This is an optimization exercise on Yosys and OpenROAD, whose aim is a short achievable clock period and few clock cycles, not a production implementation. The RTL was checked by simulation tests, not by an equivalence proof against the original design.

==> yarrow <==
// s64_core
module s64_core (
    input  logic                clk_i,
    input  logic                rst_i,
    input  logic                ack_i,
    input  logic [64-1:0]  dat_i,
    output logic [61-1:0] adr_o,
    output logic                cyc_o,
    output logic                we_o,
    output logic                vpa_o,
    output logic [64-1:0]  dat_o
);
    localparam int QN = 5;
    localparam int QW = 7*48 + 7 + 61 + (61-8) + 2;
    logic                cyc_q, we_q, vpa_q;
    logic [61-1:0] adr_q;
    logic [63:0]         dat_q;
    logic                bk_f, bk_s, bk_l;    
    logic                fpend;      
    logic [61-1:0] fpc;
    logic                pn_pend;    
    logic                f_disc;     
    logic                r0_v;
    logic                r0_slow;
    logic [63:0]         r0_p;
    logic [41:0]         r0_off;
    logic [61-1:0] r0_pa, r0_npa;
    logic [61-9:0] r0_hi;
    logic                r_v;
    logic [7*48-1:0]    r_uop;
    logic [6:0]          r_emit;
    logic [61-1:0] r_pa, r_npa;
    logic [61-9:0] r_hi;
    logic [QN-1:0]       qv;
    logic [QN*QW-1:0]    q;
    logic                sb_v;
    logic [61-1:0] sb_a;
    logic [63:0]         sb_d;
    logic [7*48-1:0]    eu;
    logic [6:0]          ev;
    logic [61-1:0] e_pa;
  ...
make LEC_CHECK=0 ABC_CLOCK_PERIOD_IN_PS=3000 CAP_MARGIN=20 CELL_PAD_IN_SITES_DETAIL_PLACEMENT=1 CELL_PAD_IN_SITES_GLOBAL_PLACEMENT=2 CORE_MARGIN=2 CORE_UTILIZATION=40 PLACE_DENSITY=0.5 SETUP_SLACK_MARGIN=5 SLEW_MARGIN=20 TNS_END_PERCENT=10 finish   # period 10.0 ns
run.sh (not shown) runs the stock make flow with config.mk's settings and CLKGATE_MAP_FILE= SYNTH_SCRIPT=/design/flow/synth_recipe.tcl, a recipe that flattens the netlist after the stock synthesis.
==> inputs of xenon, as changes to yarrow <==
--- a/flow/design.v
+++ b/flow/design.v
@@ -29,16 +29,53 @@
             c3 <= c2;
         end else if (pop_i) begin
             c0 <= c1;
             c1 <= c2;
             c2 <= c3;
         end
     end
 endmodule
+module fetch_ras #(
+    parameter int W = 61
+) (
+    input  logic           clk_i,
+    input  logic           rst_i,
+    input  logic           push_i,
+    input  logic           pop_i,
+    input  logic [W-1:0]   dat_i,
+    input  logic           restore_i,
+    input  logic [4*W-1:0] alt_i,
+    output logic [W-1:0]   top_o
+);
+    logic [W-1:0] c0, c1, c2, c3;
+    logic [W-1:0] b0, b1, b2, b3;
+    assign {b3, b2, b1, b0} = restore_i ? alt_i : {c3, c2, c1, c0};
+    assign top_o = b0;
+    always_ff @(posedge clk_i) begin
+        if (rst_i) begin
+            c0 <= '0;
+            c1 <= '0;
+            c2 <= '0;
+            c3 <= '0;
+        end else if (push_i) begin
+            c0 <= dat_i;
+            c1 <= b0;
+            c2 <= b1;
+            c3 <= b2;
+        end else if (pop_i) begin
+            c0 <= b1;
+            c1 <= b2;
+            c2 <= b3;
+            c3 <= b3;
+        end else begin
+            {c3, c2, c1, c0} <= {b3, b2, b1, b0};
+        end
+    end
+endmodule
 module ks_add #(
     parameter int W = 64
 ) (
     input  logic [W-1:0] a_i,
     input  logic [W-1:0] b_i,
     input  logic         cin_i,
     output logic [W-1:0] sum_o,
     output logic         cout_o
@@ -100,34 +137,33 @@
     assign res_o = ({64{op_i[0]}} & sum)
                  | ({64{op_i[1]}} & diff)
                  | ({64{op_i[2]}} & (a_i ^ b_i))
                  | ({64{op_i[3]}}  & (a_i | b_i))
                  | ({64{op_i[4]}} & (a_i & b_i))
                  | {{(64-1){1'b0}}, bit0};
 endmodule
 module exec_unit (
-    input  logic         run_i,      
-    input  logic         adv_i,      
     input  logic [7:0]   k_i,        
     input  logic [7:0]   aop_i,      
     input  logic [63:0]  lit_i,
     input  logic [63:0]  rdata_i,
     input  logic [63:0]  z_i, y_i, x_i,
     input  logic [63:0]  c0_i, c1_i, c2_i, c3_i,
+    input  logic         zz_i,       
+    output logic         zz_o,       
     output logic [63:0]  z_o, y_o, x_o,
     output logic [63:0]  c0_o, c1_o, c2_o, c3_o
 );
     logic push, ld, st, bin, drop, litld, litst, litbin, nop;
     logic pushes, pops, alu, hold;
     logic [63:0] a, b;
     logic        s_xor, s_or, s_and;
-    assign {litbin, litst, litld, drop, bin, st, ld, push} =
-        k_i & {run_i, adv_i, adv_i, run_i, run_i, adv_i, adv_i, run_i};
-    assign hold   = !adv_i || k_i == 8'd0;
+    assign {litbin, litst, litld, drop, bin, st, ld, push} = k_i;
+    assign hold   = k_i == 8'd0;
     assign pushes = push | litld;
     assign pops   = bin | drop | litst;      
     assign alu    = bin | litbin;
     logic [63:0] sum1, diff1, sum2, diff2;
     logic        carry1, carry2, cu1, cu2;
     logic        lt1, lt2, eq1, eq2, b01, b02;
     logic        bin_add, bin_sub, lb_add, lb_sub;
     ks_add #(.W(64)) u_add1 (.a_i(y_i), .b_i(z_i),    .cin_i(1'b0), .sum_o(sum1),  .cout_o(cu1));
@@ -144,16 +180,30 @@
     assign b = bin ? z_i : lit_i;
     assign bin_add = bin & aop_i[0];
     assign bin_sub = bin & aop_i[1];
     assign lb_add  = litbin & aop_i[0];
     assign lb_sub  = litbin & aop_i[1];
     assign s_xor   = alu & aop_i[2];
     assign s_or    = alu & aop_i[3];
     assign s_and   = alu & aop_i[4];
+    function automatic logic sum_zero(input logic [63:0] a, input logic [63:0] b);
+        sum_zero = ((a ^ b) ^ {(a[62:0] | b[62:0]), 1'b0}) == 64'd0;
+    endfunction
+    logic s_cmp, cmpb, eqs, orz, andz;
+    assign s_cmp = alu & (aop_i[5] | aop_i[6] | aop_i[7]);
+    assign cmpb  = bin ? b01 : b02;
+    assign eqs   = bin ? eq1 : eq2;
+    assign orz   = (bin ? (y_i == 64'd0) : (lit_i == 64'd0)) & (z_i == 64'd0);
+    assign andz  = (bin ? (y_i & z_i) : (z_i & lit_i)) == 64'd0;
+    assign zz_o = (bin_add & sum_zero(y_i, z_i)) | (bin_sub & eq1)
+                | (lb_add & sum_zero(z_i, lit_i)) | (lb_sub & eq2)
+                | (s_cmp & !cmpb) | (s_xor & eqs) | (s_or & orz) | (s_and & andz)
+                | (push & (lit_i == 64'd0)) | ((ld | litld) & (rdata_i == 64'd0))
+                | (st & (x_i == 64'd0)) | ((drop | litst) & (y_i == 64'd0)) | (hold & zz_i);
     function automatic logic [63:0] m(input logic s, input logic [63:0] v);
         m = {64{s}} & v;
     endfunction
     assign z_o  = m(bin_add, sum1) | m(bin_sub, diff1) | m(lb_add, sum2) | m(lb_sub, diff2)
                 | {63'd0, (bin & b01) | (litbin & b02)}
                 | m(s_xor, a ^ b) | m(s_or, a | b) | m(s_and, a & b)
                 | m(push, lit_i) | m(ld | litld, rdata_i) | m(st, x_i)
                 | m(drop | litst, y_i) | m(hold, z_i);
@@ -435,16 +485,17 @@
     output logic                we_o,
     output logic                vpa_o,
     output logic [64-1:0]  dat_o
 );
     localparam int QN = 5;
     localparam int QW = 7*48 + 7 + 61 + (61-8) + 2;
     logic                cyc_q, we_q, vpa_q;
     logic [61-1:0] adr_q;
+    logic [61-1:0] fa_q;       
     logic [63:0]         dat_q;
     logic                bk_f, bk_s, bk_l;    
     logic                fpend;      
     logic [61-1:0] fpc;
     logic                pn_pend;    
     logic                f_disc;     
     logic                r0_v;
     logic                r0_slow;
@@ -463,25 +514,27 @@
     logic [61-1:0] sb_a;
     logic [63:0]         sb_d;
     logic [7*48-1:0]    eu;
     logic [6:0]          ev;
     logic [61-1:0] e_pa;
     logic [61-9:0] e_hi;       
     logic                e_call, e_ret;
     logic [63:0]         x, y, z, c0, c1, c2, c3;
+    logic                zz;         
+    logic                nzz;
     logic bus_free, f_ack, l_ack;
     assign cyc_o = cyc_q;
     assign adr_o = adr_q;
     assign we_o  = we_q;
     assign vpa_o = vpa_q;
     assign dat_o = dat_q;
-    assign bus_free = !cyc_q || ack_i;
-    assign f_ack    = cyc_q && bk_f && ack_i;
-    assign l_ack    = cyc_q && bk_l && ack_i;
+    assign bus_free = !(bk_f || bk_s || bk_l) || ack_i;
+    assign f_ack    = bk_f && ack_i;
+    assign l_ack    = bk_l && ack_i;
     logic [7:0]          k, k1;
     logic [7:0]          aop;
     logic [31:0]         lit32;
     logic [63:0]         lit, lit1;
     logic                is_ld, is_st;
     logic                st_direct, st_ok;
     logic                adv, taken, flush, e_fin;
     logic [61-1:0] st_adr;
@@ -503,36 +556,39 @@
     assign st_direct = ev[0] && is_st && !sb_v && bus_free;
     assign st_ok     = !sb_v || bus_free;
     always_comb begin
         if (!ev[0])     adv = 1'b0;
         else if (is_ld) adv = l_ack;
         else if (is_st) adv = st_ok;
         else            adv = 1'b1;
     end
-    assign taken = k[4] && (lit32[8] ? (z != 64'd0) : (z == 64'd0));
+    assign taken = k[4] && (lit32[8] ? !zz : zz);
     assign flush = adv && taken;
     assign e_fin = adv && !ev[1] && !flush;
     ks_add #(.W(8)) u_tlo (.a_i(e_pa[7:0]), .b_i(lit32[7:0]), .cin_i(1'b0), .sum_o(tlo[7:0]), .cout_o(tlo[8]));
     assign tgt = {tlo[8] ? e_hi : e_pa[61-1:8], tlo[7:0]};
     exec_unit u_exec (
-        .run_i(ev[0]), .adv_i(adv), .k_i(k), .aop_i(aop), .lit_i(lit), .rdata_i(dat_i),
+        .k_i(k), .aop_i(aop), .lit_i(lit), .rdata_i(dat_i),
         .z_i(z), .y_i(y), .x_i(x), .c0_i(c0), .c1_i(c1), .c2_i(c2), .c3_i(c3),
+        .zz_i(zz), .zz_o(nzz),
         .z_o(nz), .y_o(ny), .x_o(nx), .c0_o(nc0), .c1_o(nc1), .c2_o(nc2), .c3_o(nc3)
     );
     always_ff @(posedge clk_i) begin
         if (rst_i) begin
             {x, y, z, c0, c1, c2, c3} <= '0;
-        end else begin
+            zz <= 1'b1;
+        end else if (adv) begin
             {x, y, z, c0, c1, c2, c3} <= {nx, ny, nz, nc0, nc1, nc2, nc3};
+            zz <= nzz;
         end
     end
     logic                ld_now, ld_next;
     logic [61-1:0] ld_adr;
-    assign ld_now  = ev[0] && is_ld && !(cyc_q && bk_l);
+    assign ld_now  = ev[0] && is_ld && !bk_l;
     assign ld_next = adv && !taken && ev[1] && k1[5] && !is_st;
     assign ld_adr  = ld_now ? (k[5] ? lit[63:3] : z[63:3]) : lit1[63:3];
     logic [7*49-1:0]    arr_slot;
     logic                pre_ctl;
     logic                arrive;
     logic                f_known;
     logic [61-1:0] f_addr;
     logic [61-1:0] adr_inc;
@@ -548,22 +604,22 @@
     logic [7*48-1:0]    arr_uop;
     logic [6:0]          arr_emit;
     pkt_off   u_off   (.p_i(dat_i), .off_o(arr_off));
     pkt_slots u_slots (.p_i(r0_p), .off_i(r0_off), .slot_o(arr_slot));
     pkt_uops  u_uops  (.slot_i(arr_slot), .uop_o(arr_uop), .emit_o(arr_emit));
     logic                fast, fast_call, fast_ret, a_fast;
     logic [61-1:0] fast_next;
     pkt_fast u_fast (
-        .p_i(dat_i), .pa_i(adr_q), .pa_hi_inc_i(adr_hi_inc), .npa_i(adr_inc), .ras_top_i(fras_top),
+        .p_i(dat_i), .pa_i(fa_q), .pa_hi_inc_i(adr_hi_inc), .npa_i(adr_inc), .ras_top_i(fras_top),
         .ctl_o(pre_ctl), .fast_o(fast), .next_o(fast_next), .call_o(fast_call), .ret_o(fast_ret)
     );
     assign a_fast = arrive && pre_ctl && fast;
-    inc_add #(.W(61))   u_ainc (.a_i(adr_q), .sum_o(adr_inc));
-    inc_add #(.W(61-8)) u_hinc (.a_i(adr_q[61-1:8]), .sum_o(adr_hi_inc));
+    inc_add #(.W(61))   u_ainc (.a_i(fa_q), .sum_o(adr_inc));
+    inc_add #(.W(61-8)) u_hinc (.a_i(fa_q[61-1:8]), .sum_o(adr_hi_inc));
     logic                x_call, x_ret, x_jmp;
     logic [7:0]          x_off;
     logic                r_xcall, r_xret, r_xjmp;
     logic [7:0]          r_xoff;
     pkt_xfer u_xfer (.slot_i(arr_slot), .call_o(x_call), .ret_o(x_ret), .jmp_o(x_jmp), .off_o(x_off));
     assign pn_call = r_xcall;
     assign pn_ret  = r_xret;
     pkt_next u_next (
@@ -615,16 +671,17 @@
                 dat_q <= sb_d;
             end else if (c_st) begin
                 adr_q <= st_adr;
                 dat_q <= st_dat;
             end else if (c_ld) begin
                 adr_q <= ld_adr;
             end else begin
                 adr_q <= f_addr;
+                fa_q  <= f_addr;
             end
         end
     end
     always_ff @(posedge clk_i) begin
         if (rst_i) begin
             sb_v <= 1'b0;
         end else if (adv && is_st && !st_direct) begin
             sb_v <= 1'b1;
@@ -634,17 +691,17 @@
             sb_v <= 1'b0;
         end
     end
     always_ff @(posedge clk_i) begin
         if (arrive) begin
             r0_p    <= dat_i;
             r0_off  <= arr_off;
             r0_slow <= pre_ctl && !fast;
-            r0_pa   <= adr_q;
+            r0_pa   <= fa_q;
             r0_npa  <= adr_inc;
             r0_hi   <= adr_hi_inc;
         end
         r_uop  <= arr_uop;
         r_emit <= arr_emit;
         r_xcall <= x_call;
         r_xret  <= x_ret;
         r_xjmp  <= x_jmp;
@@ -661,17 +718,17 @@
             r0_v    <= 1'b0;
         end else begin
             r0_v    <= arrive;
             r_v     <= r0_v && !flush;
             fpend   <= f_known && !(bus_free && c_f);
             fpc     <= f_addr;
             pn_pend <= r0_v && r0_slow && !flush;
             if (flush)
-                f_disc <= cyc_q && bk_f && !ack_i;
+                f_disc <= bk_f && !ack_i;
             else if (f_ack)
                 f_disc <= 1'b0;
         end
     end
     logic                e_free;
     logic                deq, take_r, r_to_q;
     logic [QW-1:0]       q_in;
     logic [7*48-1:0]    dec_u;
@@ -746,20 +803,21 @@
         .push_i    (e_fin && e_call),
         .pop_i     (e_fin && e_ret),
         .dat_i     (e_npa),
         .load_i    (1'b0),
         .load_dat_i('0),
         .top_o     (aras_top),
         .all_o     (aras_all)
     );
-    operand_stack #(.W(61)) u_fras (
+    logic ras_restore;
+    always_ff @(posedge clk_i) ras_restore <= !rst_i && flush;
+    fetch_ras #(.W(61)) u_fras (
         .clk_i     (clk_i),
         .rst_i     (rst_i),
         .push_i    ((pn && pn_call) || (a_fast && fast_call)),
         .pop_i     ((pn && pn_ret) || (a_fast && fast_ret)),
         .dat_i     (pn ? r_npa : adr_inc),
-        .load_i    (flush),
-        .load_dat_i(aras_all),
-        .top_o     (fras_top),
-        .all_o     ()
+        .restore_i (ras_restore),
+        .alt_i     (aras_all),
+        .top_o     (fras_top)
     );
 endmodule
==> flow/flow/run.sh (new file) <==
#!/bin/bash
# The standard layout (synthesis and every step are the standard flow's own, run by
# standard.sh), with two changes to how it is made:
# - timing repair aims at a shorter period than the design's clock:
#   SETUP_SLACK_MARGIN 5.7 asks for 5.7 ns of slack on the 10 ns clock;
# - global routing counts less of met1 and met2 as free (flow/fastroute.tcl),
#   which eases detailed routing of this dense design.
set -euo pipefail
bash standard.sh SETUP_SLACK_MARGIN=5.7 FASTROUTE_TCL="$PWD/flow/fastroute.tcl" finish > standard_flow.log 2>&1
==> flow/flow/fastroute.tcl (new file) <==
# Global routing layers: less of met1 and met2 counted as free, so that
# global routing moves more wiring up to met3 and met4
set_global_routing_layer_adjustment met1 0.5
set_global_routing_layer_adjustment met2 0.35
set_global_routing_layer_adjustment met3-met5 0.2

set_routing_layers -clock $::env(MIN_CLK_ROUTING_LAYER)-$::env(MAX_ROUTING_LAYER)
set_routing_layers -signal $::env(MIN_ROUTING_LAYER)-$::env(MAX_ROUTING_LAYER)
==> flow/standard.sh (new file) <==
#!/bin/bash
# synth_recipe.tcl (not shown) runs the flow's synth.tcl, then flattens the netlist and writes it again
# the make line also repeats each setting of config.mk as NAME=value (left out here)
make -C /OpenROAD-flow-scripts/flow DESIGN_CONFIG=/design/flow/config.mk WORK_HOME=/design/flow/orfs CLKGATE_MAP_FILE= SYNTH_SCRIPT=/design/flow/synth_recipe.tcl "${@:-finish}"
--- a/flow/config.mk
+++ b/flow/config.mk
@@ -7,11 +7,10 @@
 export LEC_CHECK = 0
 export ABC_CLOCK_PERIOD_IN_PS = 3000
 export CAP_MARGIN = 20
 export CELL_PAD_IN_SITES_DETAIL_PLACEMENT = 1
 export CELL_PAD_IN_SITES_GLOBAL_PLACEMENT = 2
 export CORE_MARGIN = 2
 export CORE_UTILIZATION = 40
 export PLACE_DENSITY = 0.5
-export SETUP_SLACK_MARGIN = 5
 export SLEW_MARGIN = 20
 export TNS_END_PERCENT = 10
removed: flow/run.sh
==> inputs of onyx, as changes to yarrow <==
--- a/flow/design.v
+++ b/flow/design.v
@@ -29,16 +29,53 @@
             c3 <= c2;
         end else if (pop_i) begin
             c0 <= c1;
             c1 <= c2;
             c2 <= c3;
         end
     end
 endmodule
+module fetch_ras #(
+    parameter int W = 61
+) (
+    input  logic           clk_i,
+    input  logic           rst_i,
+    input  logic           push_i,
+    input  logic           pop_i,
+    input  logic [W-1:0]   dat_i,
+    input  logic           restore_i,
+    input  logic [4*W-1:0] alt_i,
+    output logic [W-1:0]   top_o
+);
+    logic [W-1:0] c0, c1, c2, c3;
+    logic [W-1:0] b0, b1, b2, b3;
+    assign {b3, b2, b1, b0} = restore_i ? alt_i : {c3, c2, c1, c0};
+    assign top_o = b0;
+    always_ff @(posedge clk_i) begin
+        if (rst_i) begin
+            c0 <= '0;
+            c1 <= '0;
+            c2 <= '0;
+            c3 <= '0;
+        end else if (push_i) begin
+            c0 <= dat_i;
+            c1 <= b0;
+            c2 <= b1;
+            c3 <= b2;
+        end else if (pop_i) begin
+            c0 <= b1;
+            c1 <= b2;
+            c2 <= b3;
+            c3 <= b3;
+        end else begin
+            {c3, c2, c1, c0} <= {b3, b2, b1, b0};
+        end
+    end
+endmodule
 module ks_add #(
     parameter int W = 64
 ) (
     input  logic [W-1:0] a_i,
     input  logic [W-1:0] b_i,
     input  logic         cin_i,
     output logic [W-1:0] sum_o,
     output logic         cout_o
@@ -108,16 +145,18 @@
     input  logic         run_i,      
     input  logic         adv_i,      
     input  logic [7:0]   k_i,        
     input  logic [7:0]   aop_i,      
     input  logic [63:0]  lit_i,
     input  logic [63:0]  rdata_i,
     input  logic [63:0]  z_i, y_i, x_i,
     input  logic [63:0]  c0_i, c1_i, c2_i, c3_i,
+    input  logic         zz_i,       
+    output logic         zz_o,       
     output logic [63:0]  z_o, y_o, x_o,
     output logic [63:0]  c0_o, c1_o, c2_o, c3_o
 );
     logic push, ld, st, bin, drop, litld, litst, litbin, nop;
     logic pushes, pops, alu, hold;
     logic [63:0] a, b;
     logic        s_xor, s_or, s_and;
     assign {litbin, litst, litld, drop, bin, st, ld, push} =
@@ -144,16 +183,30 @@
     assign b = bin ? z_i : lit_i;
     assign bin_add = bin & aop_i[0];
     assign bin_sub = bin & aop_i[1];
     assign lb_add  = litbin & aop_i[0];
     assign lb_sub  = litbin & aop_i[1];
     assign s_xor   = alu & aop_i[2];
     assign s_or    = alu & aop_i[3];
     assign s_and   = alu & aop_i[4];
+    function automatic logic sum_zero(input logic [63:0] a, input logic [63:0] b);
+        sum_zero = ((a ^ b) ^ {(a[62:0] | b[62:0]), 1'b0}) == 64'd0;
+    endfunction
+    logic s_cmp, cmpb, eqs, orz, andz;
+    assign s_cmp = alu & (aop_i[5] | aop_i[6] | aop_i[7]);
+    assign cmpb  = bin ? b01 : b02;
+    assign eqs   = bin ? eq1 : eq2;
+    assign orz   = (bin ? (y_i == 64'd0) : (lit_i == 64'd0)) & (z_i == 64'd0);
+    assign andz  = (bin ? (y_i & z_i) : (z_i & lit_i)) == 64'd0;
+    assign zz_o = (bin_add & sum_zero(y_i, z_i)) | (bin_sub & eq1)
+                | (lb_add & sum_zero(z_i, lit_i)) | (lb_sub & eq2)
+                | (s_cmp & !cmpb) | (s_xor & eqs) | (s_or & orz) | (s_and & andz)
+                | (push & (lit_i == 64'd0)) | ((ld | litld) & (rdata_i == 64'd0))
+                | (st & (x_i == 64'd0)) | ((drop | litst) & (y_i == 64'd0)) | (hold & zz_i);
     function automatic logic [63:0] m(input logic s, input logic [63:0] v);
         m = {64{s}} & v;
     endfunction
     assign z_o  = m(bin_add, sum1) | m(bin_sub, diff1) | m(lb_add, sum2) | m(lb_sub, diff2)
                 | {63'd0, (bin & b01) | (litbin & b02)}
                 | m(s_xor, a ^ b) | m(s_or, a | b) | m(s_and, a & b)
                 | m(push, lit_i) | m(ld | litld, rdata_i) | m(st, x_i)
                 | m(drop | litst, y_i) | m(hold, z_i);
@@ -463,16 +516,18 @@
     logic [61-1:0] sb_a;
     logic [63:0]         sb_d;
     logic [7*48-1:0]    eu;
     logic [6:0]          ev;
     logic [61-1:0] e_pa;
     logic [61-9:0] e_hi;       
     logic                e_call, e_ret;
     logic [63:0]         x, y, z, c0, c1, c2, c3;
+    logic                zz;         
+    logic                nzz;
     logic bus_free, f_ack, l_ack;
     assign cyc_o = cyc_q;
     assign adr_o = adr_q;
     assign we_o  = we_q;
     assign vpa_o = vpa_q;
     assign dat_o = dat_q;
     assign bus_free = !cyc_q || ack_i;
     assign f_ack    = cyc_q && bk_f && ack_i;
@@ -503,31 +558,34 @@
     assign st_direct = ev[0] && is_st && !sb_v && bus_free;
     assign st_ok     = !sb_v || bus_free;
     always_comb begin
         if (!ev[0])     adv = 1'b0;
         else if (is_ld) adv = l_ack;
         else if (is_st) adv = st_ok;
         else            adv = 1'b1;
     end
-    assign taken = k[4] && (lit32[8] ? (z != 64'd0) : (z == 64'd0));
+    assign taken = k[4] && (lit32[8] ? !zz : zz);
     assign flush = adv && taken;
     assign e_fin = adv && !ev[1] && !flush;
     ks_add #(.W(8)) u_tlo (.a_i(e_pa[7:0]), .b_i(lit32[7:0]), .cin_i(1'b0), .sum_o(tlo[7:0]), .cout_o(tlo[8]));
     assign tgt = {tlo[8] ? e_hi : e_pa[61-1:8], tlo[7:0]};
     exec_unit u_exec (
         .run_i(ev[0]), .adv_i(adv), .k_i(k), .aop_i(aop), .lit_i(lit), .rdata_i(dat_i),
         .z_i(z), .y_i(y), .x_i(x), .c0_i(c0), .c1_i(c1), .c2_i(c2), .c3_i(c3),
+        .zz_i(zz), .zz_o(nzz),
         .z_o(nz), .y_o(ny), .x_o(nx), .c0_o(nc0), .c1_o(nc1), .c2_o(nc2), .c3_o(nc3)
     );
     always_ff @(posedge clk_i) begin
         if (rst_i) begin
             {x, y, z, c0, c1, c2, c3} <= '0;
+            zz <= 1'b1;
         end else begin
             {x, y, z, c0, c1, c2, c3} <= {nx, ny, nz, nc0, nc1, nc2, nc3};
+            zz <= nzz;
         end
     end
     logic                ld_now, ld_next;
     logic [61-1:0] ld_adr;
     assign ld_now  = ev[0] && is_ld && !(cyc_q && bk_l);
     assign ld_next = adv && !taken && ev[1] && k1[5] && !is_st;
     assign ld_adr  = ld_now ? (k[5] ? lit[63:3] : z[63:3]) : lit1[63:3];
     logic [7*49-1:0]    arr_slot;
@@ -746,20 +804,21 @@
         .push_i    (e_fin && e_call),
         .pop_i     (e_fin && e_ret),
         .dat_i     (e_npa),
         .load_i    (1'b0),
         .load_dat_i('0),
         .top_o     (aras_top),
         .all_o     (aras_all)
     );
-    operand_stack #(.W(61)) u_fras (
+    logic ras_restore;
+    always_ff @(posedge clk_i) ras_restore <= !rst_i && flush;
+    fetch_ras #(.W(61)) u_fras (
         .clk_i     (clk_i),
         .rst_i     (rst_i),
         .push_i    ((pn && pn_call) || (a_fast && fast_call)),
         .pop_i     ((pn && pn_ret) || (a_fast && fast_ret)),
         .dat_i     (pn ? r_npa : adr_inc),
-        .load_i    (flush),
-        .load_dat_i(aras_all),
-        .top_o     (fras_top),
-        .all_o     ()
+        .restore_i (ras_restore),
+        .alt_i     (aras_all),
+        .top_o     (fras_top)
     );
 endmodule
==> flow/flow/run.sh (new file) <==
#!/bin/bash
# The standard layout (synthesis and every step are the standard flow's own, run by
# standard.sh), with two changes to how it is made:
# - timing repair aims at a shorter period than the design's clock:
#   SETUP_SLACK_MARGIN 5.7 asks for 5.7 ns of slack on the 10 ns clock;
# - global routing counts less of met1 and met2 as free (flow/fastroute.tcl),
#   which eases detailed routing of this dense design.
set -euo pipefail
bash standard.sh SETUP_SLACK_MARGIN=5.7 FASTROUTE_TCL="$PWD/flow/fastroute.tcl" finish > standard_flow.log 2>&1
==> flow/flow/fastroute.tcl (new file) <==
# Global routing layers: less of met1 and met2 counted as free, so that
# global routing moves more wiring up to met3 and met4
set_global_routing_layer_adjustment met1 0.5
set_global_routing_layer_adjustment met2 0.35
set_global_routing_layer_adjustment met3-met5 0.2

set_routing_layers -clock $::env(MIN_CLK_ROUTING_LAYER)-$::env(MAX_ROUTING_LAYER)
set_routing_layers -signal $::env(MIN_ROUTING_LAYER)-$::env(MAX_ROUTING_LAYER)
==> flow/standard.sh (new file) <==
#!/bin/bash
# synth_recipe.tcl (not shown) runs the flow's synth.tcl, then flattens the netlist and writes it again
# the make line also repeats each setting of config.mk as NAME=value (left out here)
make -C /OpenROAD-flow-scripts/flow DESIGN_CONFIG=/design/flow/config.mk WORK_HOME=/design/flow/orfs CLKGATE_MAP_FILE= SYNTH_SCRIPT=/design/flow/synth_recipe.tcl "${@:-finish}"
--- a/flow/config.mk
+++ b/flow/config.mk
@@ -7,11 +7,10 @@
 export LEC_CHECK = 0
 export ABC_CLOCK_PERIOD_IN_PS = 3000
 export CAP_MARGIN = 20
 export CELL_PAD_IN_SITES_DETAIL_PLACEMENT = 1
 export CELL_PAD_IN_SITES_GLOBAL_PLACEMENT = 2
 export CORE_MARGIN = 2
 export CORE_UTILIZATION = 40
 export PLACE_DENSITY = 0.5
-export SETUP_SLACK_MARGIN = 5
 export SLEW_MARGIN = 20
 export TNS_END_PERCENT = 10
removed: flow/run.sh
==> flow_summary.toml <==
[global_routing]
grt_usage_pct = 48.7
use_met1_pct = 66.5

[cells_and_area]
insertedDiodeCount = 120
layout.nonclk_buf_share_pct = 5.85

[placed_design]
dp.cells = 28023

[min_path]
min_delay_worst_endpoint = "r_pa[4]"

[power]
power.internal_w = 0.0389

[run_status]
status = "finished clean"

[floorplanning]
core-area_sq_um = 585000

[synthesis]
synth-seq-area-share_pct = 54.9
synth_xor_area_share_pct = 1.46

[detailed_routing]
met2_length_mm = 492
drtPass1Iterations = 13
routed_wl_mm = 1230

[cts]
cts_setup_buffers = 294

[setup_path]
worstPathMaxFanout = 3
(the above is from onyx)
==> flow_summary.toml <==
[run_status]
status = "finished clean"

[detailed_routing]
ant_nets = 0
routed_wl_mm = 1140

[synthesis]
synth_xor_area_share_pct = 1.21
synth-seq-area-share_pct = 56.0

[global_routing]
grt_usage_pct = 37.3
use_met1_pct = 48.9

[cells_and_area]
inverters = 534
layout.nonclk_buf_share_pct = 4.21
insertedDiodeCount = 103

[cts]
cts_setup_buffers = 107

[floorplanning]
core-area_sq_um = 573000

[power]
power.internal_w = 0.0378

[placed_design]
dp.cells = 27860
(the above is from yarrow)
==> flow_summary.toml <==
[cells_and_area]
most-common-layout-cells = "edfxtp_1, nor2_1, nand2_1, a21oi_1, dfxtp_1"
layout-drive-gt1-share_pct = 16.0

[detailed_routing]
met2_length_mm = 514
routed_wl_mm = 1320

[setup_path]
worstPathMaxFanout = 12
end_kind = "flip-flop"

[floorplanning]
core-area_sq_um = 594000
io_pins = 195

[synthesis]
synth-seq-area-share_pct = 54.8
syn_avg_cell_area_sq_um = 10.9
synth_xor_area_share_pct = 1.54

[placed_design]
dp.cells = 28698

[run_status]
status = "finished clean"

[power]
power.internal_w = 0.0411

[cts]
cts_setup_buffers = 386

[min_path]
min_delay_worst_endpoint = "r_npa[45]"

[global_routing]
use_met1_pct = 69.1
(the above is from xenon)
Testbench counts of yarrow, summed over its fixed seeds: cycles 99,500.
Testbench counts of xenon, summed over its fixed seeds: cycles 99,500.
Testbench counts of onyx, summed over its fixed seeds: cycles 99,500.

## re-timing with driven ports
Ports are ideal in the flow. The routed layouts listed here were re-timed in OpenROAD.
Step 1 assumes that a clkbuf_16 drives the clock port and a buf_2 every other input.
Step 2 also shifts input and output timing later by t, the mid clock arrival at the registers, as if the neighbouring blocks saw the same clock.
a / b / c = ideal / step 1 / step 2; a / b = the first two.
| run | t (ns) | setup slack, ns | worst hold slack (ns) | worst slew at a driven data input, ns |
|---|---|---|---|---|
| yarrow | 1.246 | 4.687 / 4.538 / 3.292 | 0.313 / 0.313 / 0.313 | 0.31 |
| xenon | 1.280 | 4.787 / 4.787 / 3.892 | 0.318 / 0.318 / 0.318 | 0.34 |
| onyx | 1.227 | 4.963 / 5.026 / 3.847 | 0.305 / 0.305 / 0.305 | 0.56 |
After both steps setup and hold are still met in every run listed. For yarrow, which loses most, drivers alone change the setup slack by -0.149 ns; drivers and shift together by -1.395 ns.
